Source: an optimization exercise on an open RTL-to-GDS flow (aim: small area, a short achievable clock period and few clock cycles per item). Production flows keep margins and buffers that such runs may drop. Function was checked by simulation only, so behaviour that the tests miss may differ from the original. Power is estimated from default activity; no workload was simulated.

==> run H <==
==> flow/design.v <==
package ias_pkg;
    localparam logic [7:0] OP_NOP      = 8'd0;
    localparam logic [7:0] OP_LOAD     = 8'd1;
    localparam logic [7:0] OP_STORE    = 8'd2;
    localparam logic [7:0] OP_ADD      = 8'd3;
    localparam logic [7:0] OP_SUB      = 8'd4;
    localparam logic [7:0] OP_JUMP     = 8'd5;
    localparam logic [7:0] OP_STORE_AC = 8'd6;
    localparam logic [7:0] OP_JUMP_POS = 8'd7;
    localparam logic [7:0] OP_LOAD_MQ  = 8'd8;
    localparam logic [7:0] OP_MUL      = 8'd9;
    typedef enum logic [2:0] {
        S_IDLE,
        S_FETCH,
        S_DECODE,
        S_EXECUTE,
        S_WRITE_BACK
    } state_t;
    function automatic logic is_mem_op(input logic [7:0] opc);
        is_mem_op = !(opc == OP_NOP || opc == OP_JUMP || opc == OP_JUMP_POS);
    endfunction
endpackage
module ias_ram_p #(
    parameter int DATA_W    = 8,
    parameter int ADDR_W    = 8,
    parameter int MEM_DEPTH = 256
) (
    input  logic              clk,
    input  logic              we_i,
    input  logic [ADDR_W-1:0] waddr_i,
    input  logic [DATA_W-1:0] wdata_i,
    input  logic [ADDR_W-1:0] raddr_i,
    output logic [DATA_W-1:0] rdata_o
);
    logic [DATA_W-1:0] mem [MEM_DEPTH];
    always_ff @(posedge clk) begin
        if (we_i) begin
            mem[waddr_i] <= wdata_i;
        end
    end
    assign rdata_o = mem[raddr_i];
endmodule
module ias_core_p #(
    parameter int DATA_W    = 8,
    parameter int ADDR_W    = 8,
    parameter int MEM_DEPTH = 256,
    parameter int OPC_W     = 8
) (
    input  logic              clk,
    input  logic              reset,
    input  logic              instr_valid,
    output logic              instr_ready,
    input  logic [OPC_W-1:0]  opcode,
    input  logic [ADDR_W-1:0] address,
    input  logic [DATA_W-1:0] data_in,
    output logic [DATA_W-1:0] data_out,
    output logic [DATA_W-1:0] mq_out,
    output logic [ADDR_W-1:0] pc_out,
    output logic              done,
    output logic              carry,
    output logic              err
);
    typedef struct packed {
        logic load, store, add, sub, jump, stac, jpos, ldmq, mul, ill;
    } dec_t;
    function automatic dec_t decode(input logic [OPC_W-1:0] opc);
        dec_t d;
        d       = '0;
        d.load  = (opc == ias_pkg::OP_LOAD);
        d.store = (opc == ias_pkg::OP_STORE);
        d.add   = (opc == ias_pkg::OP_ADD);
        d.sub   = (opc == ias_pkg::OP_SUB);
        d.jump  = (opc == ias_pkg::OP_JUMP);
        d.stac  = (opc == ias_pkg::OP_STORE_AC);
        d.jpos  = (opc == ias_pkg::OP_JUMP_POS);
        d.ldmq  = (opc == ias_pkg::OP_LOAD_MQ);
        d.mul   = (opc == ias_pkg::OP_MUL);
        d.ill   = (opc > ias_pkg::OP_MUL);
        decode = d;
    endfunction
    logic              ready_q;
    logic              s1_v, s2_v;
    dec_t              s1_op, s2_op;
    logic [ADDR_W-1:0] s1_a, s2_a;
    logic [DATA_W-1:0] s1_d, s2_d, s2_m;
    logic [DATA_W-1:0] ac_q, mq_q;
    logic [ADDR_W-1:0] pc_q;
    logic              carry_q, done_q, err_q;
    logic [DATA_W-1:0] ram_rdata, wdata, m1;
    logic              we;
    logic [DATA_W:0]   sum, diff;
    logic [2*DATA_W-1:0] prod;
    assign we    = s2_v && (s2_op.store || s2_op.stac);
    assign wdata = s2_op.stac ? ac_q : s2_d;
    ias_ram_p #(
        .DATA_W   (DATA_W),
        .ADDR_W   (ADDR_W),
        .MEM_DEPTH(MEM_DEPTH)
    ) u_ram (
        .clk    (clk),
        .we_i   (we),
        .waddr_i(s2_a),
        .wdata_i(wdata),
        .raddr_i(s1_a),
        .rdata_o(ram_rdata)
    );
    assign m1 = (we && s2_a == s1_a) ? wdata : ram_rdata;
    assign sum  = {1'b0, ac_q} + {1'b0, s2_m};
    assign diff = {1'b0, ac_q} - {1'b0, s2_m};
    assign prod = {{DATA_W{1'b0}}, mq_q} * {{DATA_W{1'b0}}, s2_m};
    always_ff @(posedge clk) begin
        s1_a  <= address;
        s1_d  <= data_in;
        s1_op <= decode(opcode);
        s2_a  <= s1_a;
        s2_d  <= s1_d;
        s2_op <= s1_op;
        s2_m  <= m1;
    end
    always_ff @(posedge clk) begin
        if (reset) begin
            ready_q <= 1'b0;
            s1_v    <= 1'b0;
            s2_v    <= 1'b0;
            ac_q    <= '0;
            mq_q    <= '0;
            pc_q    <= '0;
            carry_q <= 1'b0;
            done_q  <= 1'b0;
            err_q   <= 1'b0;
        end else begin
            ready_q <= 1'b1;
            s1_v    <= instr_valid && ready_q;
            s2_v    <= s1_v;
            done_q  <= s2_v;
            err_q   <= s2_v && s2_op.ill;
            if (s2_v) begin
                pc_q <= pc_q + ADDR_W'(1);
                if (s2_op.jump || (s2_op.jpos && !ac_q[DATA_W-1])) pc_q <= s2_a;
                if (s2_op.load) ac_q <= s2_m;
                if (s2_op.add) {carry_q, ac_q} <= sum;
                if (s2_op.sub) {carry_q, ac_q} <= diff;
                if (s2_op.ldmq) mq_q <= s2_m;
                if (s2_op.mul) {ac_q, mq_q} <= prod;
            end
        end
    end
    assign instr_ready = ready_q;
    assign data_out    = ac_q;
    assign mq_out      = mq_q;
    assign pc_out      = pc_q;
    assign done        = done_q;
    assign carry       = carry_q;
    assign err         = err_q;
endmodule
==> flow/run.sh <==
#!/bin/bash
# synth_recipe.tcl (not shown) runs the flow's synth.tcl, then flattens the netlist and writes it again
# the make line also repeats each setting of config.mk as NAME=value (left out here)
make -C /OpenROAD-flow-scripts/flow DESIGN_CONFIG=/design/flow/config.mk WORK_HOME=/design/flow/orfs CLKGATE_MAP_FILE= SYNTH_SCRIPT=/design/flow/synth_recipe.tcl finish
==> flow/config.mk <==
export PLATFORM = sky130hd
export DESIGN_NAME = ias_core_p
export DESIGN_NICKNAME = ias_core_p
export VERILOG_FILES = /design/flow/design.v
export SDC_FILE = /design/flow/constraint.sdc
export NUM_CORES = 4
export LEC_CHECK = 0
export CAP_MARGIN = 20
export CORE_MARGIN = 2
export CORE_UTILIZATION = 40
export SLEW_MARGIN = 20
==> flow/constraint.sdc <==
create_clock -name core_clock -period 6.0 [get_ports {clk}]
set_input_delay 1.2000 -clock core_clock [delete_from_list [all_inputs] [get_ports {clk}]]
set_output_delay 1.2000 -clock core_clock [all_outputs]
set_load 0.01 [all_outputs]
==> run R (differences from run H) <==
==> flow/design.v (replaced) <==
package ias_pkg;
    localparam logic [7:0] OP_NOP      = 8'd0;
    localparam logic [7:0] OP_LOAD     = 8'd1;
    localparam logic [7:0] OP_STORE    = 8'd2;
    localparam logic [7:0] OP_ADD      = 8'd3;
    localparam logic [7:0] OP_SUB      = 8'd4;
    localparam logic [7:0] OP_JUMP     = 8'd5;
    localparam logic [7:0] OP_STORE_AC = 8'd6;
    localparam logic [7:0] OP_JUMP_POS = 8'd7;
    localparam logic [7:0] OP_LOAD_MQ  = 8'd8;
    localparam logic [7:0] OP_MUL      = 8'd9;
    typedef enum logic [2:0] {
        S_IDLE,
        S_FETCH,
        S_DECODE,
        S_EXECUTE,
        S_WRITE_BACK
    } state_t;
    function automatic logic is_mem_op(input logic [7:0] opc);
        is_mem_op = !(opc == OP_NOP || opc == OP_JUMP || opc == OP_JUMP_POS);
    endfunction
endpackage
module ias_ram_p #(
    parameter int DATA_W    = 8,
    parameter int ADDR_W    = 8,
    parameter int MEM_DEPTH = 256
) (
    input  logic              clk,
    input  logic              we_i,
    input  logic [ADDR_W-1:0] waddr_i,
    input  logic [DATA_W-1:0] wdata_i,
    input  logic [ADDR_W-1:0] raddr_i,
    output logic [DATA_W-1:0] rdata_o
);
    logic [DATA_W-1:0] mem [MEM_DEPTH];
    always_ff @(posedge clk) begin
        if (we_i) begin
            mem[waddr_i] <= wdata_i;
        end
        rdata_o <= mem[raddr_i];
    end
endmodule
module ias_core_p #(
    parameter int DATA_W    = 8,
    parameter int ADDR_W    = 8,
    parameter int MEM_DEPTH = 256,
    parameter int OPC_W     = 8
) (
    input  logic              clk,
    input  logic              reset,
    input  logic              instr_valid,
    output logic              instr_ready,
    input  logic [OPC_W-1:0]  opcode,
    input  logic [ADDR_W-1:0] address,
    input  logic [DATA_W-1:0] data_in,
    output logic [DATA_W-1:0] data_out,
    output logic [DATA_W-1:0] mq_out,
    output logic [ADDR_W-1:0] pc_out,
    output logic              done,
    output logic              carry,
    output logic              err
);
    localparam logic [7:0] OP_MAX = ias_pkg::OP_MUL;
    localparam logic [ADDR_W:0] DEPTH_L = (ADDR_W+1)'(MEM_DEPTH);
    ias_pkg::state_t            state_q;
    logic [OPC_W-1:0]  ir_opc_q;
    logic [ADDR_W-1:0] ir_addr_q;
    logic [DATA_W-1:0] ir_data_q;
    logic [DATA_W-1:0] ac_q, mq_q;
    logic [ADDR_W-1:0] pc_q;
    logic              carry_q, done_q, err_q, ready_q, illegal_q;
    logic [DATA_W-1:0] ac_d, mq_d, ram_wdata, ram_rdata;
    logic [ADDR_W-1:0] pc_d;
    logic              carry_d, exec_we, ram_we, addr_oob;
    logic [DATA_W:0]   sum, diff;
    logic [2*DATA_W-1:0] prod;
    ias_ram_p #(
        .DATA_W   (DATA_W),
        .ADDR_W   (ADDR_W),
        .MEM_DEPTH(MEM_DEPTH)
    ) u_ram (
        .clk    (clk),
        .we_i   (ram_we),
        .waddr_i(ir_addr_q),
        .wdata_i(ram_wdata),
        .raddr_i(ir_addr_q),
        .rdata_o(ram_rdata)
    );
    assign addr_oob = ({1'b0, ir_addr_q} >= DEPTH_L);
    assign ram_we   = exec_we && (state_q == ias_pkg::S_EXECUTE) && !reset;
    always_comb begin
        ac_d      = ac_q;
        mq_d      = mq_q;
        carry_d   = carry_q;
        pc_d      = pc_q + ADDR_W'(1);
        exec_we   = 1'b0;
        ram_wdata = ir_data_q;
        sum       = {1'b0, ac_q} + {1'b0, ram_rdata};
        diff      = {1'b0, ac_q} - {1'b0, ram_rdata};
        prod      = {{DATA_W{1'b0}}, mq_q} * {{DATA_W{1'b0}}, ram_rdata};
        if (!illegal_q) begin
            case (ir_opc_q)
                ias_pkg::OP_LOAD:     ac_d = ram_rdata;
                ias_pkg::OP_STORE:    exec_we = 1'b1;
                ias_pkg::OP_ADD:      {carry_d, ac_d} = sum;
                ias_pkg::OP_SUB:      {carry_d, ac_d} = diff;
                ias_pkg::OP_JUMP:     pc_d = ir_addr_q;
                ias_pkg::OP_STORE_AC: begin
                    exec_we   = 1'b1;
                    ram_wdata = ac_q;
                end
                ias_pkg::OP_JUMP_POS: if (!ac_q[DATA_W-1]) pc_d = ir_addr_q;
                ias_pkg::OP_LOAD_MQ:  mq_d = ram_rdata;
                ias_pkg::OP_MUL:      {ac_d, mq_d} = prod;
                default:     ;
            endcase
        end
    end
    always_ff @(posedge clk) begin
        if (reset) begin
            state_q   <= ias_pkg::S_IDLE;
            ir_opc_q  <= '0;
            ir_addr_q <= '0;
            ir_data_q <= '0;
            ac_q      <= '0;
            mq_q      <= '0;
            pc_q      <= '0;
            carry_q   <= 1'b0;
            done_q    <= 1'b0;
            err_q     <= 1'b0;
            ready_q   <= 1'b1;
            illegal_q <= 1'b0;
        end else begin
            case (state_q)
                ias_pkg::S_IDLE: begin
                    done_q <= 1'b0;
                    err_q  <= 1'b0;
                    if (instr_valid && ready_q) begin
                        ir_opc_q  <= opcode;
                        ir_addr_q <= address;
                        ir_data_q <= data_in;
                        ready_q   <= 1'b0;
                        state_q   <= ias_pkg::S_FETCH;
                    end
                end
                ias_pkg::S_FETCH: state_q <= ias_pkg::S_DECODE;
                ias_pkg::S_DECODE: begin
                    illegal_q <= (ir_opc_q > OP_MAX) || (ias_pkg::is_mem_op(ir_opc_q) && addr_oob);
                    state_q   <= ias_pkg::S_EXECUTE;
                end
                ias_pkg::S_EXECUTE: begin
                    ac_q    <= ac_d;
                    mq_q    <= mq_d;
                    carry_q <= carry_d;
                    pc_q    <= pc_d;
                    done_q  <= 1'b1;
                    err_q   <= illegal_q;
                    state_q <= ias_pkg::S_WRITE_BACK;
                end
                ias_pkg::S_WRITE_BACK: begin
                    done_q  <= 1'b0;
                    err_q   <= 1'b0;
                    ready_q <= 1'b1;
                    state_q <= ias_pkg::S_IDLE;
                end
                default: state_q <= ias_pkg::S_IDLE;
            endcase
        end
    end
    assign instr_ready = ready_q;
    assign data_out    = ac_q;
    assign mq_out      = mq_q;
    assign pc_out      = pc_q;
    assign done        = done_q;
    assign carry       = carry_q;
    assign err         = err_q;
endmodule
==> comparison <==
Run R finished with timing, DRC and antenna clean. Run H ran to the end with violations: setup timing.
Synthesized area: run R is lower than run H (0.37%).
In run H the clock skew is higher than in run R, by 12 ps.
Sequential power is about the same in run R and run H.
Count of clock-buffer cells in the layout is the same in run R and run H.
Total power: run H is smaller than run R (0.81%).
Against run R, the worst hold slack of run H is worse by 140 ps.
Die area: run H is higher than run R (0.37%).
Cell area: run H is higher than run R (about 6%).
Testbench counts of run H, summed over its fixed seeds: cycles 24,024, items 24,000.
Testbench counts of run R, summed over its fixed seeds: cycles 120,000, items 24,000.

==> afterwards: timing with drivers on the ports <==
No port has a modelled driver above. Below, the same layouts with a new extraction and two added sets of constraints.
Step 1 (the two cells are an assumption about what drives the block):
set clk [get_ports {clk}]
set_driving_cell -lib_cell sky130_fd_sc_hd__clkbuf_16 $clk
set_driving_cell -lib_cell sky130_fd_sc_hd__buf_2 [delete_from_list [all_inputs] $clk]
Step 2 times the ports against the registers' clock, not the clock port: input delays grow and output delays shrink by t, the midpoint of the rising clock arrivals with the driver on.
Slacks: ideal ports / drivers / drivers and shift; pairs: ideal ports / drivers.
run	t, ns	slack for setup (ns)	clock arrival spread, ns	worst slew at a driven data input, ns
run H	0.935	-0.868 / -0.868 / -0.868	0.058 / 0.058	0.04
run R	0.927	1.162 / 1.162 / 1.162	0.038 / 0.039	0.05
